What follows belongs to an exercise in optimizing a design on an open flow for small area, a short achievable clock period and few clock cycles per item; a production flow would make more cautious choices. In this exercise RTL edits were held to simulation tests only and were not proved equivalent to the original. No activity file was given, so power comes from the tool's default toggle rates.

--- config.mk ---
export PLATFORM = sky130hd
export DESIGN_NAME = rx_data_handler
export DESIGN_NICKNAME = rx_data_handler
export VERILOG_FILES = /design/flow/design.v
export SDC_FILE = /design/flow/constraint.sdc
export NUM_CORES = 4
export LEC_CHECK = 0
export ABC_AREA = 1
export CAP_MARGIN = 20
export CORE_MARGIN = 2
export CORE_UTILIZATION = 40
export CTS_BUF_LIST = sky130_fd_sc_hd__clkbuf_8
export GPL_TIMING_DRIVEN = 0
export PLACE_DENSITY = 0.6
export SETUP_SLACK_MARGIN = 4.3
export SLEW_MARGIN = 20
--- constraint.sdc ---
create_clock -name core_clock -period 8.0 [get_ports {clk_i}]
set_input_delay 1.6000 -clock core_clock [delete_from_list [all_inputs] [get_ports {clk_i}]]
set_output_delay 1.6000 -clock core_clock [all_outputs]
set_load 0.01 [all_outputs]
--- design.v ---
`default_nettype none
package rx_phy_pkg;
  localparam logic [7:0] sym_stp = 8'hFB;
  localparam logic [7:0] sym_sdp = 8'h5C;
  localparam logic [7:0] sym_end = 8'hFD;
  localparam logic [7:0] sym_edb = 8'hFE;
endpackage
`default_nettype wire
`timescale 1ns/1ns
`default_nettype none
module rx_symbol_decode (
  input  logic [31:0] data_i,
  input  logic [3:0]  data_k_i,
  output logic [35:0] word_o
);
  always_comb begin
    for (int i = 0; i < 4; i++) begin
      logic [7:0] v;
      logic       s, t, g, f;
      v = data_i[8*i +: 8];
      t = (v == rx_phy_pkg::sym_stp);
      s = t || (v == rx_phy_pkg::sym_sdp);
      g = (v == rx_phy_pkg::sym_end);
      f = s || g || (v == rx_phy_pkg::sym_edb);
      word_o[9*i +: 9] = data_k_i[i] ? {1'b1, v[7:4], t, g, f, s} : {1'b0, v};
    end
  end
endmodule
`default_nettype wire
`timescale 1ns/1ns
`default_nettype none
module rx_data_handler (
  input  logic                  clk_i,
  input  logic                  rst_i,
  input  logic                  phy_link_up_i,
  input  logic                  phy_fifo_empty_i,
  output logic                  phy_fifo_rd_en_o,
  input  logic                  data_valid_i,
  input  logic [31:0]           data_i,
  input  logic [3:0]            data_k_i,
  output logic [31:0]           m_axis_tdata_o,
  output logic [3:0]            m_axis_tkeep_o,
  output logic                  m_axis_tvalid_o,
  output logic                  m_axis_tlast_o,
  output logic [1:0]            m_axis_tuser_o,
  input  logic                  m_axis_tready_i
);
  logic [35:0] word_in;
  rx_symbol_decode i_decode (
    .data_i   (data_i),
    .data_k_i (data_k_i),
    .word_o   (word_in)
  );
  logic [2:0][35:0] b_q;
  logic [2:0]  wp_q, rp_q;
  logic [35:0] w0_q;
  logic [1:0]  wc_q;
  logic        w0v_q;
  logic        rd_ok_q;
  logic        rd_q;
  logic [3:0]  m_q;
  logic        drop_q;
  logic        open_q;
  logic        tlp_q;
  logic [4:0]  hc_q;
  logic [3:0][7:0] acc_q;
  logic [31:0] od_q;
  logic [3:1]  ok_q;
  logic        ol_q;
  logic [1:0]  ou_q;
  logic        ov_q;
  logic            open_n, tlp_n;
  logic [4:0]      hc_n;
  logic [3:0][3:0] tgt;
  logic [3:0]      w_e, w_n;
  logic            emit;
  logic            cut;
  logic [3:0]      rem_m;
  logic [3:1]      e_keep;
  logic            e_last, e_nul, e_tlp;
  logic            quirk;
  logic [3:0]      d, f, s, g, t;
  logic [4:0]      ob, tb;
  logic [4:0][4:0] hb;
  logic [3:0]      ea, eb, em, pay, segn, prior, clash, cutb, go, first;
  logic [4:0]      stopb;
  logic [3:0][3:0] ln;
  logic [3:0]      we_all;
  always_comb begin
    for (int i = 0; i < 4; i++) begin
      d[i] = m_q[i] && !w0_q[9*i+8];
      f[i] = m_q[i] &&  w0_q[9*i+8] && w0_q[9*i+1];
      s[i] = m_q[i] &&  w0_q[9*i+8] && w0_q[9*i];
      g[i] = w0_q[9*i+2];
      t[i] = w0_q[9*i+3];
    end
    ob[0] = open_q;
    hb[0] = hc_q;
    tb[0] = tlp_q;
    for (int i = 0; i < 4; i++) begin
      pay[i]   = d[i] && ob[i];
      ea[i]    = pay[i] && hb[i][4];
      eb[i]    = f[i] && ob[i] && !hb[i][0];
      ln[i]    = ea[i] ? 4'b0001 : hb[i][3:0];
      ob[i+1]  = f[i] ? s[i] : ob[i];
      tb[i+1]  = s[i] ? t[i] : tb[i];
      hb[i+1]  = f[i] ? 5'b00001 : pay[i] ? {ln[i], 1'b0} : hb[i];
    end
    em = ea | eb;
    prior[0] = 1'b0;
    for (int i = 1; i < 4; i++) prior[i] = prior[i-1] || em[i-1];
    segn  = prior | ea;
    first = em & ~prior;
    we_all = '0;
    for (int i = 0; i < 4; i++) begin
      if (pay[i] && !segn[i]) we_all = we_all | ln[i];
    end
    for (int i = 0; i < 4; i++) begin
      clash[i] = pay[i] && segn[i] && ((ln[i] & we_all) != 4'b0000);
      cutb[i]  = (em[i] && prior[i] && !drop_q) || clash[i];
    end
    stopb[0] = 1'b0;
    for (int i = 0; i < 4; i++) stopb[i+1] = stopb[i] || cutb[i];
    go    = ~stopb[4:1];
    cut   = stopb[4];
    rem_m = m_q & stopb[4:1];
    open_n = ob[4];
    hc_n   = hb[4];
    tlp_n  = tb[4];
    for (int i = 3; i >= 0; i--) begin
      if (cutb[i] && !stopb[i]) begin
        open_n = ob[i];
        hc_n   = hb[i];
        tlp_n  = tb[i];
      end
    end
    emit   = em != 4'b0000;
    e_keep = 3'b111;
    e_last = 1'b0;
    e_nul  = 1'b0;
    e_tlp  = tlp_q;
    for (int i = 0; i < 4; i++) begin
      if (first[i]) begin
        e_tlp = tb[i];
        if (eb[i]) begin
          e_keep = {hb[i][4], hb[i][4] | hb[i][3], hb[i][4] | hb[i][3] | hb[i][2]};
          e_last = 1'b1;
          e_nul  = !g[i];
        end
      end
    end
    tgt = '0;
    w_e = '0;
    w_n = '0;
    for (int i = 0; i < 4; i++) begin
      if (pay[i] && (!segn[i] || go[i])) tgt[i] = ln[i];
      if (pay[i] && !segn[i])            w_e = w_e | ln[i];
      if (pay[i] && segn[i] && go[i])    w_n = w_n | ln[i];
    end
  end
  assign quirk = (m_q == 4'b1111) && open_q && hc_q[4] &&
                 !w0_q[8] && w0_q[17] && w0_q[9] && !w0_q[26] && w0_q[35] && w0_q[28];
  logic [3:0][7:0] sel, e_b;
  always_comb begin
    for (int j = 0; j < 4; j++) begin
      sel[j] = '0;
      for (int i = 0; i < 4; i++) begin
        sel[j] = sel[j] | ({8{tgt[i][j]}} & w0_q[9*i +: 8]);
      end
      e_b[j] = w_e[j] ? sel[j] : acc_q[j];
    end
  end
  logic fire, cons;
  always_comb begin
    w0_q = '0;
    for (int k = 0; k < 3; k++) w0_q = w0_q | ({36{rp_q[k]}} & b_q[k]);
  end
  logic [2:0] wc_n;
  assign fire   = w0v_q && (!ov_q || m_axis_tready_i);
  assign cons   = fire && !cut;
  logic [2:0] wc_in, wc_in_rd;
  assign wc_in    = {1'b0, wc_q} + {2'b00, data_valid_i};
  assign wc_in_rd = wc_in + {2'b00, phy_fifo_rd_en_o};
  assign wc_n     = cons ? wc_in - 3'd1 : wc_in;
  assign phy_fifo_rd_en_o = !rst_i && phy_link_up_i && !phy_fifo_empty_i && rd_ok_q;
  always_ff @(posedge clk_i) begin
    if (rst_i) begin
      wc_q    <= 2'd0;
      w0v_q   <= 1'b0;
      wp_q    <= 3'b001;
      rp_q    <= 3'b001;
      rd_q    <= 1'b0;
      rd_ok_q <= 1'b0;
      open_q  <= 1'b0;
      ov_q    <= 1'b0;
    end else begin
      rd_q    <= phy_fifo_rd_en_o;
      wc_q    <= wc_n[1:0];
      w0v_q   <= cons ? (wc_in > 3'd1) : (wc_in != 3'd0);
      if (data_valid_i) wp_q <= {wp_q[1:0], wp_q[2]};
      if (cons)         rp_q <= {rp_q[1:0], rp_q[2]};
      rd_ok_q <= cons ? (wc_in_rd <= 3'd3) : (wc_in_rd <= 3'd2);
      if (fire) begin
        open_q <= open_n;
      end
      ov_q <= (fire && emit) || (ov_q && !m_axis_tready_i);
    end
  end
  always_ff @(posedge clk_i) begin
    for (int k = 0; k < 3; k++) begin
      if (data_valid_i && wp_q[k]) b_q[k] <= word_in;
    end
    if (fire) begin
      tlp_q <= tlp_n;
      hc_q  <= hc_n;
    end
    if (!w0v_q) begin
      m_q    <= 4'b1111;
      drop_q <= 1'b0;
    end else if (fire) begin
      m_q    <= cut ? rem_m : 4'b1111;
      drop_q <= cut && quirk;
    end
    for (int j = 0; j < 4; j++) begin
      if (fire && (w_e[j] || w_n[j])) acc_q[j] <= sel[j];
    end
    if (fire && emit) begin
      od_q <= e_b;
      ok_q <= e_keep;
      ol_q <= e_last;
      ou_q <= {e_nul && e_last, e_tlp};
    end
  end
  assign m_axis_tvalid_o = ov_q;
  assign m_axis_tdata_o  = od_q;
  assign m_axis_tkeep_o  = {ok_q, 1'b1};
  assign m_axis_tlast_o  = ol_q;
  assign m_axis_tuser_o  = ou_q;
endmodule
`default_nettype wire
--- run.sh ---
#!/bin/bash
# synth_recipe.tcl (not shown) runs the flow's synth.tcl, then flattens the netlist and writes it again
# the make line also repeats each setting of config.mk as NAME=value (left out here)
make -C /OpenROAD-flow-scripts/flow DESIGN_CONFIG=/design/flow/config.mk WORK_HOME=/design/flow/orfs CLKGATE_MAP_FILE= SYNTH_SCRIPT=/design/flow/synth_recipe.tcl finish
==> metrics.md, run 1 <==
| Metric | Value |
|---|---|
| Syn_area_per_cell | between 8 and 9 µm² |
| Vias per std cell | 5.307 |
| Initial Utilization | between 40 and 50% |
| H-tree depth | 2 |
| Pleak | 5.305 nW |
| Setup violators final | 0 |
| Vias in the first global route | 8315 |
| Crit Reg-Reg Startpoint | m_q[0]$_SDFFE_PN1P_ |
| Total CTS buffers | 35 |
| R2R Path End | od_q[1]$_DFFE_PP_ |
| Syn-to-layout area delta | 26.48% |
| Clk Latency, worst-skew pair | approximately 530 ps |
| #FFs+latches synth | 201 |
| Worst Setup Start Kind | input port |
| Main flop type after synthesis | edfxtp_1 |
| CP Cell Sequence | buf_6, nor3_4, buf_2 |
| Pwr Density | 443.1 nW/µm² |
| Max Slew Vio Count | 0 |
| Yosys warnings | 2 |
| Total Nets Final | 1357 |
| Worst min path class | register to register |
| Crit. End Element | primary output |
| Final Util | 51.65% |
| Drc violations | 0 |
| Antenna cells | 0 |
| Routed len/inst | 17.62 µm |
| Setup TNS | 0 ps |
| WP data arrival | 2040 ps |
| Actual slew at the worst max-slew pin | between 800 and 900 ps |
| Status | no timing/DRC/antenna violations |
| Worst Path Required | 6400 ps |
| Gr usage total | 21.85% |
| Critical Path Slowest Stage Cell | nor3_4 |
| R2R depth | 24 |
| Initial antenna violation count | 0 |
| Placer congestion estimate | ~0.95 |
| I/O pin cnt | 83 |
| CTS tree | done |
| Crit-path max FO | 6 |
| Most common cell after layout, fill and taps aside | nand2_1 |
| CORE AREA | 25250 µm² |
| Post-Synthesis Cells | 1147 |
| Post-synth EDFFs | 184 |
| CTS Sinks | 201 |
| Final ANT Viol Nets | 0 |
| Top post-synthesis cells by area | edfxtp_1, nand2_1, nand3_1 |
| Max-Cap Viols | 0 |
| Hold Crit Depth | 2 |
| WL final | 29.25 mm |
| Largest stage delay on the critical path | 170 ps |
| HP Start | w0v_q$_SDFF_PP0_ |
| Final Hold Fails | 0 |
| Worst Clk Skew | 12.99 ps |
| Crit Path Class | input port to primary output |
| Sequential area share after synthesis | 56.87% |
| Minimum clock period after layout | 3638 ps |
| Hold Slack | 454.4 ps |
| Clock Path Buffers | 3 |
| DP HPWL | 21.33 mm |
| Share of cells above drive strength 1 | 17.67% |
| Synth unique cells | 46 |
| Die Y | 164.6 µm |
| Final Cycle Share | between 40% and 50% |
| First-pass GRT wire length | 45.42 mm |
| Post-place instance area | 11600 µm² |
| Synthesized area | 10310 µm² |
| Maximum vdd drop | around 0.17 mV |
| Largest net degree at the start of global routing | 39 |
| Most frequent cells in the layout | nand2_1, edfxtp_1, inv_1, nand3_1, clkdlybuf4s50_1 |
| DRT iter0 DRCs | 749 |
| Clock slew at reported path FFs | about 60 ps |
| Pre-Repair DR Iteration Count | 5 |
| Die area | 27080 µm² |
| FP Rows | a little under 60 |
| Flop2flop setup slack | approximately 4400 ps |
| Layout Cell Area excl Fill | 13050 µm² |
| Post-synth top area cell | edfxtp_1 |
| Relative slew slack | 45.13% |
| Port bufs | approximately 80 |
| Syn_nets | 1196 |
| Vias | approximately 8800 |
| Max Clk Rate | 274.9 MHz |
| Clock tree root buffer cell | clkbuf_8 |
| Grt ovf | 0 |
| Synth async-reset ratio | 0% |
| Die X-Extent | 164.6 µm |
| Worst Hold End | drop_q$_SDFFE_PN0P_ |
| Share of the synthesized area in the top cell type | between 50% and 60% |
| Fillers | 2368 |
| RSZ-0062 raised after global routing | yes |
[worst max path at each step]
stage                     cells after the start                   to                 from
final                                         3     phy_fifo_rd_en_o                rst_i
after global routing                         24    od_q[1]$_DFFE_PP_  m_q[0]$_SDFFE_PN1P_
after CTS                                     4     phy_fifo_rd_en_o        phy_link_up_i
after detailed placement                      3     phy_fifo_rd_en_o                rst_i
after global placement                        7    od_q[0]$_DFFE_PP_      m_axis_tready_i
after floorplan                              21  acc_q[10]$_DFFE_PP_    b_q[44]$_DFFE_PP_
[sequential cells by signal, indices dropped and copies added (netlist names), 2 cells and up, named ones only]
| register | count |
|---|---|
| wc_q | 2 |
| rp_q | 3 |
| hc_q | 5 |
| m_q | 3 |
| ok_q | 3 |
| wp_q | 3 |
| ou_q | 2 |
| acc_q | 32 |
| b_q | 108 |
| od_q | 32 |
[cell usage after synthesis, types with 8 or more instances]
| library cell | instances |
|---|---|
| nand3_1 | 93 |
| nor2_4 | 9 |
| nor2_1 | 78 |
| o21ai_0 | 36 |
| nand2_1 | 384 |
| buf_4 | 9 |
| a31oi_1 | 12 |
| dfxtp_1 | 17 |
| nor3_1 | 18 |
| clkbuf_1 | 10 |
| edfxtp_1 | 184 |
| inv_1 | 112 |
| o22ai_1 | 19 |
| clkinv_1 | 8 |
| nand4_1 | 49 |
| nand2_2 | 9 |
| a21oi_1 | 25 |
[critical path, delay by kind of cell]
family / cells / cell delay (ps)
simple gates: 1 / 170
buf+inv: 2 / 260
[layout make-up]
class	count	area, µm²	area share (%)
Buffer	27	211.5	1.621
Clock inverter	24	132.6	1.017
Timing Repair Buffer	124	1194	9.150
Multi-Input combinational cell	793	4249	32.57
Tap cell	330	412.9	3.165
Sequential cell	201	5871	45.00
Clock buffer	35	481.7	3.693
Inverter	126	493.0	3.779
[timing repair]
action,CTS,global route
setup endpoints to repair,138,137
buffers inserted,26,14
pin swaps,28,41
gates resized for setup,88,72
hold buffers,0,0
[per-layer routing]
metal,track usage (%),vias to the layer above,share of wire (%)
met1,29.84,4129,44
met5,0,-,0
met2,35.18,356,46
met3,3.666,72,6.8
met4,7.945,0,2.9
li1,-,4252,-
[logic make-up after synthesis]
| group | share of synthesized area (%) |
|---|---|
| fa+ha+maj | 0.9220 |
| other cells | 0.03636 |
| simple gates | 29.10 |
| compound gates | 6.988 |
| buf+inv | 5.981 |
| mux | 0.09706 |
| flops | 56.87 |
[report_power, final]
group	leakage, nW	total (mW)	internal (mW)	switching (mW)
logic	3.11	3.34	1.10	2.24
clock network	0.347	0.841	0.440	0.400
registers	1.85	1.60	1.53	0.0777
[metrics by stage]
stage	setup WS [ps]	cells	power [mW]
finish	4362	1660	5.781
global route	4176	1660	6.171
CTS	4249	1646	5.534
detailed placement	3336	1561	4.365
global placement	3234	1558	4.356
floorplan	4412	1147	3.435
Testbench counts, summed over its fixed seeds: cycles 34,759, items 32,299.
==> run 2, diff against run 1 <==
--- a/design.v
+++ b/design.v
@@ -171,11 +171,11 @@
     end
   end
   logic fire, cons;
+  logic [2:0] wc_n;
   always_comb begin
     w0_q = '0;
     for (int k = 0; k < 3; k++) w0_q = w0_q | ({36{rp_q[k]}} & b_q[k]);
   end
-  logic [2:0] wc_n;
   assign fire   = w0v_q && (!ov_q || m_axis_tready_i);
   assign cons   = fire && !cut;
   logic [2:0] wc_in, wc_in_rd;
==> metrics.md, run 2 <==
| Metric | Value |
|---|---|
| Share of cells above drive strength 1 | 17.67% |
| Gr usage total | ~22% |
| Final Hold Fails | 0 |
| Die X-Extent | 164.6 µm |
| Vias in the first global route | 8315 |
| Post-Synthesis Cells | around 1100 |
| Final ANT Viol Nets | 0 |
| Die area | 27080 µm² |
| WP buf/inv | 2 |
| Status | no timing/DRC/antenna violations |
| FP Rows | 58 |
| Total CTS buffers | 35 |
| Cts hold-fix bufs | 0 |
| Vias | about 8800 |
| Actual slew at the worst max-slew pin | about 820 ps |
| Most common cell after layout, fill and taps aside | nand2_1 |
| Yosys warnings | 2 |
| Most frequent cell after synthesis | nand2_1 |
| DRT iter0 DRCs | around 750 |
| CORE AREA | between 20000 and 30000 µm² |
| Post-synth top area cell | edfxtp_1 |
| Crit-path max FO | 6 |
| Grt ovf | 0 |
| Pwr Density | about 440 nW/µm² |
| Most frequent cells in the layout | nand2_1, edfxtp_1, inv_1, nand3_1, clkdlybuf4s50_1 |
| Relative slew slack | 45.13% |
| Worst min path class | register to register |
| Initial antenna violation count | 0 |
| Largest stage delay on the critical path | 170 ps |
| Int Pwr | 3.067 mW |
| Minimum clock period after layout | 3638 ps |
| Layout Cell Area excl Fill | 13050 µm² |
| Max-Cap Viols | 0 |
| Sequential area share after synthesis | 56.87% |
| CP top delay family | buffers and inverters |
| Syn-to-layout area delta | 26.48% |
| Worst Setup Start Kind | input port |
| Clk Latency, worst-skew pair | about 530 ps |
| RSZ-0062 raised after global routing | yes |
| Max Clk Rate | 274.9 MHz |
| Final Cycle Share | 45.47% |
| CTS Sinks | 201 |
| Antenna cells | 0 |
| Largest registers | b_q x108, acc_q x32, od_q x32 |
| H-tree depth | 2 |
| Port bufs | 81 |
| Synth unique cells | 46 |
| CP Cell Sequence | buf_6, nor3_4, buf_2 |
| WP data arrival | 2040 ps |
| Syn_area_per_cell | roughly 9 µm² |
| #FFs+latches synth | approximately 200 |
| DP HPWL | 21.33 mm |
| Worst Path Required | 6400 ps |
| Clock tree root buffer cell | clkbuf_8 |
| Placer congestion estimate | 0.9523 |
| Largest net degree at the start of global routing | 39 |
| Synth async-reset ratio | 0% |
| Routed len/inst | 17.62 µm |
| WL final | 29.25 mm |
| Max Slew Vio Count | 0 |
| I/O pin cnt | 83 |
| Crit Path Class | input port to primary output |
| Maximum vdd drop | 0.1743 mV |
| Clock Power Share | 14.5% |
| Die Y | approximately 160 µm |
| Sequential Power Share | 27.7% |
| Pre-Repair DR Iteration Count | 5 |
| Post-place instance area | roughly 12000 µm² |
| CTS tree | done |
| Sw Share | 46.94% |
| Critical Path Slowest Stage Cell | nor3_4 |
| Synth cell count leaders | nand2_1, edfxtp_1, inv_1 |
| Top post-synthesis cells by area | edfxtp_1, nand2_1, nand3_1 |
| Post-synth EDFFs | 184 |
| Setup violators final | 0 |
| Total Nets Final | roughly 1400 |
| Combinational Power Share | 57.7% |
| Syn_nets | 1196 |
| Clock Path Buffers | 3 |
| Setup TNS | 0 ps |
| Drc violations | 0 |
| Initial Utilization | 40.84% |
| Worst Clk Skew | 12.99 ps |
| First-pass GRT wire length | 45.42 mm |
| Pleak | 5.305 nW |
| Net Sw Power | 2.714 mW |
| Vias per std cell | approximately 5.3 |
| Top reg by flops | b_q |
| Crit. End Element | primary output |
| Synthesized area | 10310 µm² |
| Max reg flops | between 100 and 150 |
| Clock slew at reported path FFs | 60 ps |
| Main flop type after synthesis | edfxtp_1 |
| Share of the synthesized area in the top cell type | 53.57% |
run 2: cell counts after synthesis:
Identical to the previous run, type by type.
run 2: tightest hold or removal path, stage by stage, from the launching register on:
cell	delay (ps)
dfxtp_1	310
inv_1	70
a21oi_1	40
run 2: area by class of cell:
cell class	count	area (µm²)
Tap cell	330	412.9
Timing Repair Buffer	124	1194
Clock inverter	24	132.6
Fill cell	2368	12210
Multi-Input combinational cell	793	4249
Sequential cell	201	5871
Buffer	27	211.5
Inverter	126	493.0
Clock buffer	35	481.7
run 2: path summary, 6_finish.rpt:
kind,startpoint,endpoint,slack [ps],depth (start not counted)
worst min register to register,w0v_q$_SDFF_PP0_,drop_q$_SDFFE_PN0P_,450,2
worst max-delay path,rst_i,phy_fifo_rd_en_o,4360,3
worst min-delay path,w0v_q$_SDFF_PP0_,drop_q$_SDFFE_PN0P_,450,2
worst max register to register,m_q[0]$_SDFFE_PN1P_,od_q[1]$_DFFE_PP_,4390,24
run 2: metrics by stage:
step	cells	power (mW)	hold slack, ps	utilization, %	setup WS (ps)
floorplan	1147	3.435	427.4	-	4412
global placement	1558	4.356	443.2	45.68	3234
detailed placement	1561	4.365	445.3	45.95	3336
CTS	1646	5.534	462.1	50.42	4249
global route	1660	6.171	482.2	51.65	4176
finish	1660	5.781	454.4	51.65	4362
run 2: kinds of logic (layout without fill, tap and decap cells):
kind of cell | after synthesis | after routing | synth area share [%]
AND/OR/NAND/NOR | 664 | 664 | 29.10
flip-flops | 201 | 201 | 56.87
buffers and inverters | 153 | 336 | 5.981
AO/OA/AOI/OAI | 120 | 120 | 6.988
adder cells (fa/ha/maj) | 7 | 7 | 0.9220
other | 1 | 1 | 0.03636
multiplexers | 1 | 1 | 0.09706
run 2: power by group through the flow:
stage	Clock (mW)	Sequential [mW]	Combinational, mW
floorplan	0	1.65	1.79
global placement	0	1.62	2.74
detailed placement	0	1.62	2.75
CTS	0.866	1.60	3.06
global route	0.913	1.62	3.64
finish	0.841	1.60	3.34
run 2: timing repair:
item	in CTS	in global routing
setup buffers	26	14
pin swaps	28	41
setup endpoints to repair	138	137
gates resized for setup	88	72
run 2: layer usage:
metal	up-vias	global-route usage [%]	routed length [µm]
met5	-	0	0
met4	0	7.945	847
li1	4252	-	-
met1	4129	29.84	12880
met2	356	35.18	13540
met3	72	3.666	1979
Testbench counts of run 2, summed over its fixed seeds: cycles 34,759, items 32,299.
==> run 3, diff against run 2 <==
--- a/config.mk
+++ b/config.mk
@@ -14,3 +14,4 @@
 export PLACE_DENSITY = 0.6
 export SETUP_SLACK_MARGIN = 4.3
 export SLEW_MARGIN = 20
+export TNS_END_PERCENT = 30
==> metrics.md, run 3 <==
| Metric | Value |
|---|---|
| Main flop type after synthesis | edfxtp_1 |
| Crit Reg-Reg Startpoint | m_q[0]$_SDFFE_PN1P_ |
| HP Start | w0v_q$_SDFF_PP0_ |
| Vias in the first global route | approximately 8300 |
| Max-Cap Viols | 0 |
| Synth async-reset ratio | 0% |
| DP HPWL | ~21 mm |
| Pre-Repair DR Iteration Count | 5 |
| Actual slew at the worst max-slew pin | 816.1 ps |
| Vias per std cell | 5.320 |
| Post-synth EDFFs | 184 |
| Top reg by flops | b_q |
| Worst Clk Skew | 16.29 ps |
| Clock Path Buffers | 3 |
| Clock slew at reported path FFs | 60 ps |
| Routed len/inst | 17.62 µm |
| Final Hold Fails | 0 |
| Final Cycle Share | 46.29% |
| Share of cells above drive strength 1 | around 17% |
| Drc violations | 0 |
| Relative slew slack | 45.23% |
| Hold Slack | 452.7 ps |
| Initial antenna violation count | 0 |
| Synth unique cells | 46 |
| WP buf/inv | 2 |
| Pleak | 5.300 nW |
| RSZ-0062 raised after global routing | yes |
| Max reg flops | 108 |
| R2R Path End | od_q[1]$_DFFE_PP_ |
| Crit. End Element | primary output |
| Port bufs | 81 |
| Die area | between 20000 and 30000 µm² |
| Post-place instance area | about 12000 µm² |
| Clk Latency, worst-skew pair | around 530 ps |
| Most frequent cell after synthesis | nand2_1 |
| Hold Crit Depth | 2 |
| Status | no timing/DRC/antenna violations |
| Antenna cells | 0 |
| Top post-synthesis cells by area | edfxtp_1, nand2_1, nand3_1 |
| Largest registers | b_q x108, acc_q x32, od_q x32 |
| Largest net degree at the start of global routing | 39 |
| Placer congestion estimate | around 0.95 |
| Die Y | 164.6 µm |
| Synthesized area | ~10000 µm² |
| Total CTS buffers | 35 |
| Vias | 8832 |
| Sequential area share after synthesis | 56.87% |
| Syn_area_per_cell | 8.992 µm² |
| Layout Cell Area excl Fill | 13030 µm² |
| Worst Setup Start Kind | input port |
| #FFs+latches synth | 201 |
| Yosys warnings | 2 |
| Crit Path Class | input port to primary output |
| Total Nets Final | 1357 |
| Most frequent cells in the layout | nand2_1, edfxtp_1, inv_1, nand3_1, clkdlybuf4s50_1 |
| CP top delay family | buffers and inverters |
| Share of the synthesized area in the top cell type | 53.57% |
| CP Cell Sequence | clkdlybuf4s15_1, nand2_1, nor3_2, buf_2 |
| First-pass GRT wire length | 45.42 mm |
| Syn_nets | 1196 |
| Syn-to-layout area delta | 26.36% |
| Gr usage total | 21.85% |
| Worst min path class | register to register |
| Clock tree root buffer cell | clkbuf_8 |
| Flop2flop setup slack | approximately 4400 ps |
| Setup violators final | 0 |
| CTS tree | done |
| Critical Path Slowest Stage Cell | clkdlybuf4s15_1 |
| WP data arrival | between 2000 and 2500 ps |
| Minimum clock period after layout | 3703 ps |
| DRT iter0 DRCs | a little over 700 |
| I/O pin cnt | 83 |
| Worst Path Required | roughly 6400 ps |
| Max Slew Vio Count | 0 |
| Initial Utilization | 40.84% |
| Maximum vdd drop | 0.1744 mV |
| Grt ovf | 0 |
| CTS Sinks | 201 |
| Final ANT Viol Nets | 0 |
| Pwr Density | 443.1 nW/µm² |
| Max Clk Rate | ~270 MHz |
| Die X-Extent | 164.6 µm |
| CORE AREA | roughly 25000 µm² |
| Post-synth top area cell | edfxtp_1 |
| R2R depth | 24 |
| Post-Synthesis Cells | 1147 |
| Most common cell after layout, fill and taps aside | nand2_1 |
| WL final | 29.26 mm |
| Largest stage delay on the critical path | 170 ps |
| Setup TNS | 0 ps |
| H-tree depth | 2 |
| Synth cell count leaders | nand2_1, edfxtp_1, inv_1 |
| Worst Hold End | drop_q$_SDFFE_PN0P_ |
| FP Rows | 58 |
| Crit-path max FO | 2 |
==> run 3: cell counts after synthesis <==
No cell type changed its count.
==> run 3: worst max path at each step <==
stage	depth (start not counted)	from	slack [ps]	end
2_1_floorplan	21	b_q[44]$_DFFE_PP_	4410	acc_q[10]$_DFFE_PP_
3_3_place_gp	7	m_axis_tready_i	3230	od_q[0]$_DFFE_PP_
3_5_place_dp	3	rst_i	3340	phy_fifo_rd_en_o
4_1_cts	4	phy_link_up_i	4250	phy_fifo_rd_en_o
5_1_grt	24	m_q[0]$_SDFFE_PN1P_	4180	od_q[1]$_DFFE_PP_
6_report	4	phy_link_up_i	4300	phy_fifo_rd_en_o
==> run 3: cell type report <==
class                      instances  area (µm²)
inverter                         126       493.0
clock buffer                      35       481.7
timing repair buffer             124        1197
tap                              330       412.9
buffer                            27       211.5
fill                            2365       12220
clock inverter                    24       132.6
sequential                       201        5871
multi-input combinational        793        4233
==> run 3: routing by layer <==
metal | global-route usage (%) | up-vias | share of wire, %
met3 | 3.666 | 74 | 6.9
met4 | 7.945 | 0 | 2.9
met1 | 29.84 | 4130 | 44
met2 | 35.18 | 376 | 46
met5 | 0 | - | 0
li1 | - | 4252 | -
==> run 3: repair_timing <==
| action | in CTS | in global routing |
|---|---|---|
| hold endpoints to repair | 0 | 0 |
| hold buffers | 0 | 0 |
| buffers inserted | 26 | 14 |
| endpoints found under the setup margin | 138 | 137 |
| pin swaps | 28 | 40 |
| resized for setup | 88 | 62 |
==> run 3: report_power, final <==
part | switching [mW] | internal, mW | leakage, nW
Combinational | 2.23 | 1.10 | 3.11
Clock | 0.403 | 0.440 | 0.347
Sequential | 0.0771 | 1.53 | 1.85
==> run 3: per-stage QoR <==
| step | util (%) | total power [mW] | setup WS, ps | instances |
|---|---|---|---|---|
| 2_1_floorplan | - | 3.435 | 4412 | 1147 |
| 3_3_place_gp | 45.68 | 4.356 | 3234 | 1558 |
| 3_5_place_dp | 45.95 | 4.365 | 3336 | 1561 |
| 4_1_cts | 50.42 | 5.534 | 4249 | 1646 |
| 5_1_grt | 51.61 | 6.165 | 4176 | 1660 |
| 6_report | 51.61 | 5.774 | 4297 | 1660 |
==> run 3: tightest hold or removal path: stages, from the launching register on <==
cell and delay [ps]:
dfxtp_1 310, inv_1 70, a21oi_1 40
==> run 3: logic make-up (layout without fill, tap and decap cells) <==
logic type | Yosys count | after routing | synth area share (%)
fa+ha+maj | 7 | 7 | 0.9220
mux | 1 | 1 | 0.09706
buf+inv | 153 | 336 | 5.981
compound gates | 120 | 120 | 6.988
simple gates | 664 | 664 | 29.10
other cells | 1 | 1 | 0.03636
flops | 201 | 201 | 56.87
==> run 4, diff against run 3 <==
--- a/design.v
+++ b/design.v
@@ -171,11 +171,11 @@
     end
   end
   logic fire, cons;
-  logic [2:0] wc_n;
   always_comb begin
     w0_q = '0;
     for (int k = 0; k < 3; k++) w0_q = w0_q | ({36{rp_q[k]}} & b_q[k]);
   end
+  logic [2:0] wc_n;
   assign fire   = w0v_q && (!ov_q || m_axis_tready_i);
   assign cons   = fire && !cut;
   logic [2:0] wc_in, wc_in_rd;
--- a/config.mk
+++ b/config.mk
@@ -10,8 +10,6 @@
 export CORE_MARGIN = 2
 export CORE_UTILIZATION = 40
 export CTS_BUF_LIST = sky130_fd_sc_hd__clkbuf_8
-export GPL_TIMING_DRIVEN = 0
 export PLACE_DENSITY = 0.6
 export SETUP_SLACK_MARGIN = 4.3
 export SLEW_MARGIN = 20
-export TNS_END_PERCENT = 30
==> metrics.md, run 4 <==
| Metric | Value |
|---|---|
| Status | no timing/DRC/antenna violations |
| Most common cell on crit path | buf_2 |
| Max-Cap Viols | 0 |
| Flop2flop setup slack | ~4400 ps |
| Vias per std cell | 5.468 |
| Top reg by flops | b_q |
| Setup TNS | 0 ps |
| Maximum vdd drop | 0.1651 mV |
| Net Sw Power | 2.874 mW |
| RSZ-0062 raised after global routing | no |
| CTS Sinks | 201 |
| Max Clk Rate | 273.2 MHz |
| Initial antenna violation count | 0 |
| Vias in the first global route | 8265 |
| Drc violations | 0 |
| Syn_area_per_cell | 8.992 µm² |
| Most frequent cells in the layout | nand2_1, edfxtp_1, inv_1, nand3_1, clkdlybuf4s50_1 |
| Worst min path class | register to register |
| Share of cells above drive strength 1 | 19.03% |
| CP Cell Sequence | buf_2, nand2_2, nor3_4, buf_2 |
| Synth async-reset ratio | 0% |
| Top post-synthesis cells by area | edfxtp_1, nand2_1, nand3_1 |
| Die area | 27080 µm² |
| Crit Path Class | input port to primary output |
| FP Rows | 58 |
| Max reg flops | 108 |
| Post-synth EDFFs | 184 |
| Synthesized area | 10310 µm² |
| Int Pwr | 3.192 mW |
| Pleak | 5.422 nW |
| Post-place instance area | 11450 µm² |
| Routed len/inst | 18.97 µm |
| Combinational Power Share | 59.0% |
| Worst Path Required | 6400 ps |
| Clock Power Share | about 14% |
| Most common cell after layout, fill and taps aside | nand2_1 |
| Final ANT Viol Nets | 0 |
| Worst Clk Skew | 14.15 ps |
| Area of the multi-input gates | ~4300 µm² |
| Crit. End Element | primary output |
| CP top delay family | buffers and inverters |
| Sequential Power Share | 26.6% |
| Pwr Density | 457.5 nW/µm² |
| Clock slew at reported path FFs | ~50 ps |
| Gr usage total | 23.21% |
| Clock Path Buffers | 3 |
| Actual slew at the worst max-slew pin | 848.2 ps |
| Total CTS buffers | 36 |
| Critical Path Slowest Stage Cell | nor3_4 |
| Syn_nets | around 1200 |
| Clk Latency, worst-skew pair | 530 ps |
| Die X-Extent | 164.6 µm |
| Antenna cells | 0 |
| Largest registers | b_q x108, acc_q x32, od_q x32 |
| I/O pin cnt | 83 |
| Die Y | 164.6 µm |
| Vias | 9159 |
| Grt ovf | 0 |
| Cts hold-fix bufs | 0 |
| Fillers | 2355 |
| Placer congestion estimate | slightly below 1 |
| Layout Cell Area excl Fill | ~13000 µm² |
| H-tree depth | 2 |
| Relative slew slack | 43.07% |
| WL final | approximately 32 mm |
| Final Hold Fails | 0 |
| First-pass GRT wire length | around 47 mm |
| Pre-Repair DR Iteration Count | 5 |
| Clock tree root buffer cell | clkbuf_8 |
| Crit-path max FO | 2 |
| Syn-to-layout area delta | 28.57% |
| Synth unique cells | 46 |
| Largest net degree at the start of global routing | 39 |
| CTS tree | done |
| Synth cell count leaders | nand2_1, edfxtp_1, inv_1 |
| Share of the synthesized area in the top cell type | between 50% and 60% |
| Initial Utilization | about 40% |
| Most frequent cell after synthesis | nand2_1 |
| Sequential area share after synthesis | 56.87% |
| Main flop type after synthesis | edfxtp_1 |
| CORE AREA | 25250 µm² |
| #FFs+latches synth | 201 |
| Post-Synthesis Cells | between 1000 and 1500 |
| Port bufs | 81 |
| Setup violators final | 0 |
| DRT iter0 DRCs | 996 |
| Seq. cell area | 5878 µm² |
| Sw Share | 47.38% |
| Minimum clock period after layout | 3660 ps |
| Max Slew Vio Count | 0 |
| Final Cycle Share | a little under half |
| WP buf/inv | 2 |
| Worst Setup Start Kind | input port |
| Yosys warnings | 2 |
| WP data arrival | 2060 ps |
| Post-synth top area cell | edfxtp_1 |
| Total Nets Final | 1368 |
| DP HPWL | 21.85 mm |
| Largest stage delay on the critical path | 170 ps |
-- run 4: cell counts after synthesis --
Identical to the previous run, type by type.
-- run 4: power groups by stage --
| stage | clock, mW | sequential (mW) | combinational [mW] |
|---|---|---|---|
| detailed placement | 0 | 1.63 | 2.74 |
| finish | 0.872 | 1.61 | 3.58 |
| CTS | 0.892 | 1.62 | 3.15 |
| global route | 0.938 | 1.63 | 3.84 |
| global placement | 0 | 1.63 | 2.74 |
| floorplan | 0 | 1.65 | 1.79 |
-- run 4: worst register-to-register path: stages, from the launching register on --
cell	delay (ps)
edfxtp_1	400
nand2_2	130
nand3_4	120
nor2_4	220
buf_6	130
o21ai_0	70
nand3_1	150
buf_6	120
o21ai_2	70
nand2_2	140
buf_12	130
nand2_2	40
nand2_2	70
a21oi_4	50
nand4_1	120
nand2_2	100
nand2_2	90
nand2_4	60
o21bai_4	190
nand2_4	100
nor2_8	140
nand2_4	80
nor2_4	180
nor2_1	110
a21oi_4	280
-- run 4: logic make-up (layout without fill, tap and decap cells) --
kind of cell             after synthesis  in the layout  synth area share (%)
AND/OR/NAND/NOR                      664            667                 29.10
flip-flops                           201            201                 56.87
buffers and inverters                153            348                 5.981
AO/OA/AOI/OAI                        120            120                 6.988
adder cells (fa/ha/maj)                7              7                0.9220
other                                  1              1               0.03636
multiplexers                           1              1               0.09706
-- run 4: what timing repair did --
item,CTS,global route
setup endpoints to repair,160,127
setup buffers,34,34
hold endpoints to repair,0,0
pin swaps,22,52
gates resized for setup,92,66
gates cloned,5,0
-- run 4: final timing paths --
path,startpoint,end,depth (start not counted)
worst min register to register,wp_q[2]$_SDFFE_PP0P_,wp_q[2]$_SDFFE_PP0P_,2
worst min-delay path,wp_q[2]$_SDFFE_PP0P_,wp_q[2]$_SDFFE_PP0P_,2
worst max-delay path,phy_link_up_i,phy_fifo_rd_en_o,4
worst max register to register,b_q[80]$_DFFE_PP_,acc_q[0]$_DFFE_PP_,24
-- run 4: metal layers --
layer | global-route usage (%) | share of wire [%]
met5 | 0 | 0
met4 | 11.30 | 5.3
met3 | 4.797 | 8.2
met2 | 37.14 | 46
met1 | 30.12 | 41
-- run 4: stage by stage --
stage / setup slack, ps / total power, mW / hold slack [ps] / util [%] / std cells
final: 4340 / 6.066 / 461.9 / 52.51 / 1675
after floorplan: 4412 / 3.435 / 427.4 / - / 1147
after global routing: 4220 / 6.417 / 506.8 / 52.51 / 1675
after CTS: 4301 / 5.659 / 461.8 / 50.47 / 1641
after detailed placement: 2027 / 4.371 / 448.6 / 45.32 / 1538
after global placement: 2275 / 4.374 / 449.0 / 45.32 / 1538
-- run 4: cell type report --
cell class,instances,area share [%]
clock buffers,36,3.737
flip-flops and latches,201,44.33
multi-input cells,796,32.48
clock inverters,28,1.151
inverters,126,3.680
repair buffers,158,11.51
well taps,330,3.114
Testbench counts of run 4, summed over its fixed seeds: cycles 34,759, items 32,299.
==> run 5, diff against run 4 <==
--- a/config.mk
+++ b/config.mk
@@ -10,6 +10,7 @@
 export CORE_MARGIN = 2
 export CORE_UTILIZATION = 40
 export CTS_BUF_LIST = sky130_fd_sc_hd__clkbuf_8
+export GPL_ROUTABILITY_DRIVEN = 0
 export PLACE_DENSITY = 0.6
 export SETUP_SLACK_MARGIN = 4.3
 export SLEW_MARGIN = 20
==> metrics.md, run 5 <==
| Metric | Value |
|---|---|
| Vias in the first global route | about 8500 |
| Synth cell count leaders | nand2_1, edfxtp_1, inv_1 |
| Actual slew at the worst max-slew pin | 938.4 ps |
| Crit Path Class | register to register |
| Final Cycle Share | 48.16% |
| DRT iter0 DRCs | ~1300 |
| Post-Synthesis Cells | 1147 |
| Adder-cell area share of the yosys netlist | 0.9220% |
| CTS Sinks | 201 |
| HP Start | w0v_q$_SDFF_PP0_ |
| WP data arrival | between 4000 and 5000 ps |
| Syn_area_per_cell | ~9 µm² |
| Pre-Repair DR Iteration Count | 9 |
| Share of the synthesized area in the top cell type | 53.57% |
| Mux cell area share after synthesis | 0.09705% |
| Status | no timing/DRC/antenna violations |
| Clock slew at reported path FFs | ~60 ps |
| Initial antenna violation count | 0 |
| Post-synth top area cell | edfxtp_1 |
| FP Rows | between 50 and 60 |
| Pwr Density | 461.0 nW/µm² |
| Setup TNS | 0 ps |
| Most frequent cell after synthesis | nand2_1 |
| Synth async-reset ratio | 0% |
| Final ANT Viol Nets | 0 |
| CTS tree | done |
| Post-synthesis compound-gate area fraction | 6.988% |
| DP HPWL | approximately 21 mm |
| Max Clk Rate | around 260 MHz |
| Die Y | 164.6 µm |
| Largest registers | b_q x108, acc_q x32, od_q x32 |
| Critical Path Slowest Stage Cell | o21ai_0 |
| CP top delay family | simple AND/OR/NAND/NOR gates |
| Worst min path class | register to register |
| Xor-xnor portion of the synthesized cell area | 0% |
| Setup violators final | 0 |
| Flop2flop setup slack | ~4100 ps |
| H-tree depth | 2 |
| Sw Share | 47.08% |
| Total power | 6.174 mW |
| Clock Power Share | 13.9% |
| Pleak | 5.546 nW |
| Most common cell on crit path | nand2_1 |
| Synth unique cells | 46 |
| Layout Cells excl Fill | about 1700 |
| RSZ-0062 raised after global routing | yes |
| R2R depth | 22 |
| Int Pwr | 3.267 mW |
| Sequential area share after synthesis | 56.87% |
| Worst Setup Start Kind | register |
| #FFs+latches synth | 201 |
| Syn_nets | around 1200 |
| Crit Reg-Reg Startpoint | rp_q[1]$_SDFFE_PP0N_ |
| Largest family of logic cells by synthesized area | simple AND/OR/NAND/NOR gates |
| Largest stage delay on the critical path | 620 ps |
| Crit-path max FO | 11 |
| Antenna cells | 0 |
| Worst Path Required | ~8300 ps |
| Layout Cell Area excl Fill | 13390 µm² |
| First-pass GRT wire length | 46.93 mm |
| Relative slew slack | 37.02% |
| Max Slew Vio Count | 0 |
| Die X-Extent | between 150 and 200 µm |
| Hold Crit Depth | 2 |
| WP buf/inv | 4 |
| Minimum clock period after layout | about 3900 ps |
| Drc violations | 0 |
| R2R Path End | tlp_q$_DFFE_PP_ |
| Total Nets Final | between 1000 and 1500 |
| Main flop type after synthesis | edfxtp_1 |
| Most common cell after layout, fill and taps aside | nand2_1 |
| Fillers | 2264 |
| Clk Latency, worst-skew pair | 530 ps |
| Clock Path Buffers | 3 |
| Area of the multi-input gates | 4298 µm² |
| Sequential Power Share | 26.1% |
| Placed Instances | 1538 |
| I/O pin cnt | 83 |
| Vias per std cell | 5.510 |
| Maximum vdd drop | 0.1843 mV |
| Most frequent cells in the layout | nand2_1, edfxtp_1, inv_1, nand3_1, clkdlybuf4s50_1 |
| Max reg flops | 108 |
| Total CTS buffers | 35 |
| CORE AREA | 25250 µm² |
| Routed len/inst | around 19 µm |
| Net Sw Power | 2.907 mW |
| Yosys warnings | 2 |
| Clock tree root buffer cell | clkbuf_8 |
| Largest net degree at the start of global routing | 39 |
| Cts hold-fix bufs | 0 |
| Synthesized area | between 10000 and 15000 µm² |
| Gr usage total | between 20% and 30% |
| CP Cell Sequence | buf_12, nand2_1, nand3_2, nor2_2, inv_1, nor2_4, buf_4, nand3_4, o21ai_0, a31oi_1, nand2_2, nand2_1, nand2_2, nor2_1, nor2_2, nor2_4, nand3_4, inv_2, nand2_1, nand3_1, nand2_1, nand2_1 |
| WL final | roughly 32 mm |
| Final Hold Fails | 0 |
| Port bufs | a little over 80 |
| Seq. cell area | 5878 µm² |
| Post-synth EDFFs | 184 |
| Grt ovf | 0 |
| Syn-to-layout area delta | 29.86% |
| Max-Cap Viols | 0 |
| DP Worst Slack | 2127 ps |
| Worst Clk Skew | roughly 20 ps |
| Combinational Power Share | approximately three fifths |
| Vias | just over 9000 |
| Top post-synthesis cells by area | edfxtp_1, nand2_1, nand3_1 |
| Top reg by flops | b_q |
| Initial Utilization | between 40% and 50% |
| Share of cells above drive strength 1 | 19.84% |
| Worst Hold End | drop_q$_SDFFE_PN0P_ |
| Synth Area in Simple Gates | between 20% and 30% |
| Post-place instance area | 11450 µm² |
| Die area | 27080 µm² |
| Crit. End Element | register |
| Setup ws final | 4147 ps |
-- run 5: cell types whose count changed in the layout (fill, tap and decap cells not counted), sizes merged --
cell      previous run  this run
nor3                21        20
clkinv              21        20
buf                 78        92
clkinvlp             3         2
-- run 5: what timing repair did --
item | CTS | global route
endpoints found under the setup margin | 161 | 143
pin swaps | 24 | 45
gates resized for setup | 80 | 82
cloned | 4 | 1
buffers inserted | 40 | 42
hold endpoints to repair | 0 | 0
-- run 5: worst max-delay path by stage --
stage	end	start	cells past startpoint
6_report	tlp_q$_DFFE_PP_	rp_q[1]$_SDFFE_PP0N_	22
5_1_grt	tlp_q$_DFFE_PP_	rp_q[1]$_SDFFE_PP0N_	22
4_1_cts	acc_q[6]$_DFFE_PP_	rp_q[1]$_SDFFE_PP0N_	24
3_5_place_dp	acc_q[7]$_DFFE_PP_	rp_q[2]$_SDFFE_PP0N_	23
3_3_place_gp	acc_q[7]$_DFFE_PP_	rp_q[2]$_SDFFE_PP0N_	23
2_1_floorplan	acc_q[10]$_DFFE_PP_	b_q[44]$_DFFE_PP_	21
-- run 5: cell type report --
class,count,share of cell area [%]
Timing Repair Buffer,173,12.60
Tap cell,330,3.083
Sequential cell,201,43.89
Inverter,126,3.615
Clock inverter,26,1.121
Multi-Input combinational cell,795,32.09
Clock buffer,35,3.597
-- run 5: power by group through the flow --
stage	clock, mW	sequential, mW	combinational (mW)
after floorplan	0	1.65	1.79
after global placement	0	1.63	2.64
after detailed placement	0	1.64	2.64
after CTS	0.878	1.61	3.06
after global routing	0.924	1.63	3.95
final	0.856	1.61	3.71
-- run 5: stage by stage --
step	hold slack, ps	utilization (%)
after CTS	448.9	50.35
after floorplan	427.4	-
after global routing	487.5	53.03
after global placement	443.0	45.32
after detailed placement	448.9	45.32
final	458.7	53.03
-- run 5: per-layer routing --
layer / vias up / part of all wire, % / GRT usage (%)
met5: - / 0 / 0
met4: 0 / 5.5 / 10.08
met3: 161 / 10 / 5.324
met2: 546 / 45 / 36.15
met1: 4278 / 39 / 30.04
li1: 4305 / - / -
-- run 5: logic make-up (layout without fill, tap and decap cells) --
logic type | after synthesis | after routing
AND/OR/NAND/NOR | 664 | 666
adder cells (fa/ha/maj) | 7 | 7
multiplexers | 1 | 1
AO/OA/AOI/OAI | 120 | 120
other | 1 | 1
buffers and inverters | 153 | 360
flip-flops | 201 | 201
-- run 5: worst reg2reg max path, stage by stage, from the launching register on --
cell and delay [ps]:
dfxtp_4 350, buf_12 150, nand2_1 80, nand3_2 140
nor2_2 210, inv_1 100, nor2_4 200, buf_4 150
nand3_4 90, o21ai_0 620, a31oi_1 160, nand2_2 150
nand2_1 70, nand2_2 110, nor2_1 60, nor2_2 220
nor2_4 140, nand3_4 160, inv_2 80, nand2_1 100
nand3_1 90, nand2_1 80, nand2_1 80
==> run 6, diff against run 5 <==
--- a/config.mk
+++ b/config.mk
@@ -10,7 +10,6 @@
 export CORE_MARGIN = 2
 export CORE_UTILIZATION = 40
 export CTS_BUF_LIST = sky130_fd_sc_hd__clkbuf_8
-export GPL_ROUTABILITY_DRIVEN = 0
-export PLACE_DENSITY = 0.6
+export PLACE_DENSITY = 0.75
 export SETUP_SLACK_MARGIN = 4.3
 export SLEW_MARGIN = 20
==> metrics.md, run 6 <==
| Metric | Value |
|---|---|
| #FFs+latches synth | ~200 |
| Synthesized area | 10310 µm² |
| Die X-Extent | 164.6 µm |
| Largest stage delay on the critical path | around 170 ps |
| H-tree depth | 2 |
| Top post-synthesis cells by area | edfxtp_1, nand2_1, nand3_1 |
| Clock tree root buffer cell | clkbuf_8 |
| Layout Cell Area excl Fill | 13240 µm² |
| Clk Latency, worst-skew pair | 540 ps |
| Final Cycle Share | between 40% and 50% |
| CTS tree | done |
| Placer congestion estimate | 1.037 |
| Post-synth EDFFs | 184 |
| Worst Clk Skew | about 15 ps |
| Main flop type after synthesis | edfxtp_1 |
| Post-place instance area | 11450 µm² |
| Max Slew Vio Count | 0 |
| Crit-path max FO | 2 |
| Crit. End Element | primary output |
| Worst Setup Start Kind | input port |
| Final Util | 52.44% |
| Final ANT Viol Nets | 0 |
| Largest net degree at the start of global routing | 39 |
| Worst Path Required | 6400 ps |
| Vias | 9163 |
| Yosys warnings | 2 |
| Total Nets Final | 1363 |
| Worst min path class | register to register |
| Synth unique cells | 46 |
| Minimum clock period after layout | ~3700 ps |
| Total power | 6.105 mW |
| Die area | roughly 27000 µm² |
| Critical Path Slowest Stage Cell | nor3_4 |
| Setup TNS | 0 ps |
| Grt met3 use | 4.822% |
| Syn_area_per_cell | between 8 and 9 µm² |
| Most frequent cell after synthesis | nand2_1 |
| Pre-Repair DR Iteration Count | 6 |
| Maximum vdd drop | ~0.19 mV |
| Gr usage total | 22.51% |
| Port bufs | 81 |
| I/O pin cnt | 83 |
| Most common cell after layout, fill and taps aside | nand2_1 |
| Clock slew at reported path FFs | roughly 60 ps |
| Met2 Usage GRT | a little over a third |
| Synth async-reset ratio | 0% |
| Vias per std cell | 5.490 |
| FP Rows | 58 |
| DRT iter0 DRCs | roughly 1200 |
| CTS Sinks | between 200 and 250 |
| Busiest grt layer | met2 |
| WP data arrival | approximately 2100 ps |
| Die Y | 164.6 µm |
| Clock Path Buffers | 3 |
| Actual slew at the worst max-slew pin | 984.5 ps |
| Grt ovf | 0 |
| WP buf/inv | 2 |
| CORE AREA | 25250 µm² |
| CP Cell Sequence | buf_2, nand2_2, nor3_4, buf_2 |
| Crit Path Class | input port to primary output |
| Pwr Density | 461.0 nW/µm² |
| Max-Cap Viols | 0 |
| First-pass GRT wire length | 46.31 mm |
| Initial Utilization | 40.84% |
| Share of the synthesized area in the top cell type | 53.57% |
| Total CTS buffers | 36 |
| Setup violators final | 0 |
| Relative slew slack | 32.67% |
| Top reg by flops | b_q |
| Post-Synthesis Cells | between 1000 and 1500 |
| Status | no timing/DRC/antenna violations |
| Post-synth top area cell | edfxtp_1 |
| Drc violations | 0 |
| CP top delay family | simple AND/OR/NAND/NOR gates |
| Sequential area share after synthesis | 56.87% |
| DP HPWL | ~21 mm |
| Initial antenna violation count | 0 |
| Most frequent cells in the layout | nand2_1, edfxtp_1, inv_1, nand3_1, clkdlybuf4s50_1 |
| Placed Instances | 1538 |
| Vias in the first global route | 8431 |
| Routed len/inst | around 18 µm |
| Routing usage on met1 | between 20% and 30% |
| Synth cell count leaders | nand2_1, edfxtp_1, inv_1 |
| Layout Cells excl Fill | 1669 |
| Pleak | around 5.4 nW |
| WL final | 30.75 mm |
| RSZ-0062 raised after global routing | yes |
| Final Hold Fails | 0 |
| Most common cell on crit path | buf_2 |
| Max Clk Rate | between 200 and 300 MHz |
| Share of cells above drive strength 1 | 18.97% |
| Antenna cells | 0 |
| Syn-to-layout area delta | 28.41% |
| Largest registers | b_q x108, acc_q x32, od_q x32 |
| Max reg flops | 108 |
| Syn_nets | 1196 |
==> run 6: cell types whose count changed in the layout (fill, tap and decap cells not counted), moves of 2 or more <==
cell,change
buf_6,-8
a31oi_1,-2
clkbuf_8,+2
nand3_1,+3
a31oi_2,+2
a21oi_2,+2
clkinv_1,+2
nand3_4,-2
inv_1,-6
buf_4,-8
bufinv_16,+3
==> run 6: timing repair <==
action | in CTS | in global routing
buffers inserted | 36 | 29
hold endpoints to repair | 0 | 0
gates resized for setup | 87 | 60
hold buffers | 0 | 0
cloned | 3 | 0
pin swaps | 26 | 39
endpoints found under the setup margin | 160 | 143
==> run 6: cell families after synthesis <==
logic type	share of synthesized area (%)
other	0.03636
adder cells (fa/ha/maj)	0.9220
flip-flops	56.87
multiplexers	0.09706
AND/OR/NAND/NOR	29.10
buffers and inverters	5.981
AO/OA/AOI/OAI	6.988
==> run 6: per-layer routing <==
metal | share of wire (%) | routed length (µm) | up-vias
li1 | - | - | 4270
met4 | 5.3 | 1639 | 0
met5 | 0 | 0 | -
met3 | 9.2 | 2834 | 139
met1 | 40 | 12400 | 4232
met2 | 45 | 13870 | 522
==> run 6: worst paths after layout <==
| kind | cells after the start | endpoint | from | slack [ps] |
|---|---|---|---|---|
| worst max-delay path | 4 | phy_fifo_rd_en_o | phy_link_up_i | 4340 |
| worst max register to register | 25 | od_q[8]$_DFFE_PP_ | b_q[8]$_DFFE_PP_ | 4350 |
| worst min register to register | 2 | wp_q[2]$_SDFFE_PP0P_ | wp_q[2]$_SDFFE_PP0P_ | 470 |
| worst min-delay path | 2 | wp_q[2]$_SDFFE_PP0P_ | wp_q[2]$_SDFFE_PP0P_ | 470 |
==> run 6: final cells by class <==
class                   count  area [µm²]
well taps                 330       412.9
repair buffers            154        1460
clock inverters            26       230.2
fillers                  2254       12010
flip-flops and latches    201        5878
multi-input cells         795        4264
inverters                 126       489.2
clock buffers              37       509.2
==> run 6: worst register-to-register path: stages (launching register included) <==
cell	delay, ps
edfxtp_1	410
nand2_2	150
nand3_4	120
nand4_1	240
nand2_2	130
nor2_4	210
buf_12	140
nand3_4	90
nand2_1	90
nand2_2	90
nand2_1	70
nand2_1	60
nor2_2	190
nand4_1	160
nand2_4	120
nand2_1	70
nand2_2	120
o21bai_4	80
nand2_4	100
nor2_8	60
buf_12	130
buf_4	150
nand4_1	70
nand3_1	150
nand2_1	120
nand2_1	70
==> run 6: power by group <==
part	switching, mW	internal (mW)
registers	0.0942	1.53
logic	2.33	1.16
clock network	0.429	0.564
total	2.85	3.25
==> run 6: through the flow <==
stage	hold slack, ps	setup WS (ps)
2_1_floorplan	427.4	4412
3_3_place_gp	437.1	2485
3_5_place_dp	446.7	2240
4_1_cts	467.3	4305
5_1_grt	491.5	4120
6_report	469.1	4337
==> run 7, diff against run 6 <==
--- a/design.v
+++ b/design.v
@@ -171,11 +171,11 @@
     end
   end
   logic fire, cons;
+  logic [2:0] wc_n;
   always_comb begin
     w0_q = '0;
     for (int k = 0; k < 3; k++) w0_q = w0_q | ({36{rp_q[k]}} & b_q[k]);
   end
-  logic [2:0] wc_n;
   assign fire   = w0v_q && (!ov_q || m_axis_tready_i);
   assign cons   = fire && !cut;
   logic [2:0] wc_in, wc_in_rd;
--- a/config.mk
+++ b/config.mk
@@ -10,6 +10,7 @@
 export CORE_MARGIN = 2
 export CORE_UTILIZATION = 40
 export CTS_BUF_LIST = sky130_fd_sc_hd__clkbuf_8
-export PLACE_DENSITY = 0.75
+export GPL_TIMING_DRIVEN = 0
+export PLACE_DENSITY = 0.5
 export SETUP_SLACK_MARGIN = 4.3
 export SLEW_MARGIN = 20
==> metrics.md, run 7 <==
| Metric | Value |
|---|---|
| Status | no timing/DRC/antenna violations |
| Routed len/inst | 18.55 µm |
| Worst Path Required | 8240 ps |
| Pwr Density | 454.5 nW/µm² |
| Final Hold Fails | 0 |
| Total Nets Final | 1383 |
| Die X-Extent | 164.6 µm |
| Pre-Repair DR Iteration Count | 6 |
| Post-synth EDFFs | 184 |
| DP Worst Slack | roughly 3200 ps |
| Max reg flops | ~110 |
| Relative slew slack | 45.24% |
| Hold Slack | 462.7 ps |
| Flop2flop setup slack | about 4300 ps |
| Setup TNS | 0 ps |
| Vias in the first global route | 8371 |
| Synth unique cells | 46 |
| Crit Path Class | register to register |
| Max-Cap Viols | 0 |
| Total CTS buffers | 36 |
| Port bufs | between 80 and 90 |
| Yosys warnings | 2 |
| Syn_area_per_cell | 8.992 µm² |
| Maximum vdd drop | 0.1860 mV |
| Placed Instances | 1562 |
| Final Util | between 50 and 60% |
| Sequential area share after synthesis | 56.87% |
| Cts hold-fix bufs | 0 |
| Clock Path Buffers | 3 |
| Post-synth top area cell | edfxtp_1 |
| WP data arrival | 3940 ps |
| Layout Cell Area excl Fill | about 13000 µm² |
| Worst min path class | register to register |
| Clock slew at reported path FFs | 60 ps |
| Max Clk Rate | 270.8 MHz |
| Placer congestion estimate | 0.9244 |
| RSZ-0062 raised after global routing | yes |
| R2R Path End | acc_q[9]$_DFFE_PP_ |
| Layout Cells excl Fill | 1687 |
| Synth cell count leaders | nand2_1, edfxtp_1, inv_1 |
| Fillers | around 2400 |
| Die area | 27080 µm² |
| Minimum clock period after layout | 3693 ps |
| Vias per std cell | 5.321 |
| Initial Utilization | 40.84% |
| Worst Clk Skew | 34.12 ps |
| Post-place instance area | 11620 µm² |
| H-tree depth | 2 |
| R2R depth | 23 |
| Top post-synthesis cells by area | edfxtp_1, nand2_1, nand3_1 |
| CTS tree | done |
| Worst Setup EP | acc_q[9]$_DFFE_PP_ |
| Actual slew at the worst max-slew pin | 815.9 ps |
| Drc violations | 0 |
| CORE AREA | 25250 µm² |
| Antenna cells | 0 |
| Critical Path Slowest Stage Cell | dfxtp_4 |
| Most frequent cell after synthesis | nand2_1 |
| Max Slew Vio Count | 0 |
| Crit Reg-Reg Startpoint | rp_q[2]$_SDFFE_PP0N_ |
| Crit-path max FO | 8 |
| DRT iter0 DRCs | ~750 |
| Largest net degree at the start of global routing | 37 |
| WL final | 31.30 mm |
| Clock tree root buffer cell | clkbuf_8 |
| CTS Sinks | 201 |
| Share of the synthesized area in the top cell type | a little over half |
| Syn-to-layout area delta | 30.67% |
| Syn_nets | 1196 |
| I/O pin cnt | 83 |
| Pleak | 5.545 nW |
| Die Y | 164.6 µm |
| Setup ws final | roughly 4300 ps |
| Grt ovf | 0 |
| Top reg by flops | b_q |
| Setup violators final | 0 |
| Worst Setup Start Kind | register |
| Hold Crit Depth | 2 |
| Critical Path Source | rp_q[2]$_SDFFE_PP0N_ |
| DP HPWL | 22.47 mm |
| Largest registers | b_q x108, acc_q x32, od_q x32 |
| Gr usage total | 23.35% |
| Largest stage delay on the critical path | 360 ps |
| Synthesized area | 10310 µm² |
| Post-Synthesis Cells | 1147 |
| Final ANT Viol Nets | 0 |
| Initial antenna violation count | 0 |
| Clk Latency, worst-skew pair | 540 ps |
| Synth async-reset ratio | 0% |
| Most common cell after layout, fill and taps aside | nand2_1 |
| Share of cells above drive strength 1 | 21.59% |
| FP Rows | 58 |
| #FFs+latches synth | 201 |
| Final Cycle Share | 46.16% |
| First-pass GRT wire length | 47.52 mm |
| Total power | between 6 and 7 mW |
| Crit. End Element | register |
| Main flop type after synthesis | edfxtp_1 |
| CP Cell Sequence | buf_2, nand2_1, nand3_4, nand3_4, clkinvlp_4, nand2_1, nand2_2, nor2_4, nand3_4, nand2_4, inv_6, a31oi_2, nand2_2, nand2_1, nand2_2, nor2_1, nor2_1, nor2_4, nand3_1, nand3_2, inv_2, a21oi_4, buf_12 |
| Vias | 8976 |
| Most frequent cells in the layout | nand2_1, edfxtp_1, inv_1, clkdlybuf4s50_1, nand3_1 |
-- run 7: report_power, final --
group / switching [mW] / leakage (nW) / internal (mW)
clock: 0.413 / 0.402 / 0.501
sequential: 0.0752 / 1.85 / 1.53
combinational: 2.37 / 3.30 / 1.24
total: 2.86 / 5.55 / 3.27
-- run 7: timing repair --
action,in CTS,in global routing
cloned,3,0
buffers inserted,41,20
endpoints found under the setup margin,137,135
pin swaps,39,44
gates resized for setup,115,89
-- run 7: logic make-up (layout without fill, tap and decap cells) --
| group | Yosys count | in the layout | synth area share, % |
|---|---|---|---|
| AND/OR/NAND/NOR | 664 | 664 | 29.10 |
| AO/OA/AOI/OAI | 120 | 120 | 6.988 |
| adder cells (fa/ha/maj) | 7 | 7 | 0.9220 |
| other | 1 | 1 | 0.03636 |
| buffers and inverters | 153 | 363 | 5.981 |
| multiplexers | 1 | 1 | 0.09706 |
| flip-flops | 201 | 201 | 56.87 |
-- run 7: per-layer routing --
layer	track usage (%)	up-vias	routed length, µm
met1	30.64	4264	13650
li1	-	4315	-
met4	8.617	0	981
met5	0	-	0
met3	4.319	69	1839
met2	38.68	328	14830
-- run 7: how the worst min path moves through the flow --
stage	from	end	slack (ps)
2_1_floorplan	w0v_q$_SDFF_PP0_	drop_q$_SDFFE_PN0P_	430
3_3_place_gp	w0v_q$_SDFF_PP0_	drop_q$_SDFFE_PN0P_	440
3_5_place_dp	w0v_q$_SDFF_PP0_	drop_q$_SDFFE_PN0P_	450
4_1_cts	wp_q[1]$_SDFFE_PP0P_	wp_q[1]$_SDFFE_PP0P_	460
5_1_grt	wp_q[1]$_SDFFE_PP0P_	wp_q[1]$_SDFFE_PP0P_	510
6_report	wp_q[1]$_SDFFE_PP0P_	wp_q[1]$_SDFFE_PP0P_	460
-- run 7: final cells by class --
type | count | area, µm² | share of cell area, %
repair buffers | 149 | 1386 | 10.29
clock inverters | 23 | 146.4 | 1.086
multi-input cells | 793 | 4420 | 32.80
inverters | 126 | 498.0 | 3.695
clock buffers | 38 | 523.0 | 3.881
flip-flops and latches | 201 | 5876 | 43.60
well taps | 330 | 412.9 | 3.064
plain buffers | 27 | 214.0 | 1.588
-- run 7: worst max-delay path, delay by kind of cell, from the launching register on --
kind | cells | cell delay [ps]
AOI/OAI and AO/OA | 2 | 350
buffers and inverters | 5 | 520
DFF | 1 | 360
and+or+nand+nor | 16 | 2140
Testbench counts of run 7, summed over its fixed seeds: cycles 34,759, items 32,299.

==> afterwards: timing with drivers on the ports <==
The results above use ideal ports. As a check the final layouts listed here were re-extracted and re-timed, cells and wires unchanged.
Step 1 sets driving cells, clkbuf_16 on the clock port and buf_2 on the other inputs (assumed; they add their load-dependent delay and slew).
Step 2 adds t to the input delays and takes it off the output delays; t is the mean of the earliest and latest rising clock arrival at the registers after step 1. Input paths then give back, and output paths get back, about the clock's delay inside the block.
a / b / c = no drivers / after step 1 / after step 2; a / b = the first two.
| run | t, ns | setup slack, ns | slew at the worst register clock pin (ns) |
|---|---|---|---|
| run 1 | 0.564 | 4.362 / 4.332 / 4.149 | 0.06 / 0.06 |
| run 2 | 0.564 | 4.362 / 4.332 / 4.149 | 0.06 / 0.06 |
| run 3 | 0.565 | 4.297 / 4.272 / 4.059 | 0.06 / 0.06 |
| run 4 | 0.575 | 4.340 / 4.315 / 4.001 | 0.06 / 0.06 |
| run 5 | 0.567 | 4.147 / 4.147 / 3.910 | 0.06 / 0.06 |
| run 6 | 0.575 | 4.337 / 4.310 / 4.016 | 0.06 / 0.06 |
| run 7 | 0.566 | 4.307 / 4.307 / 4.113 | 0.06 / 0.06 |
After both steps every run listed still meets setup and hold. The setup slack of run 4, which loses most, moves by -0.025 ns with the drivers and by -0.339 ns with both steps.
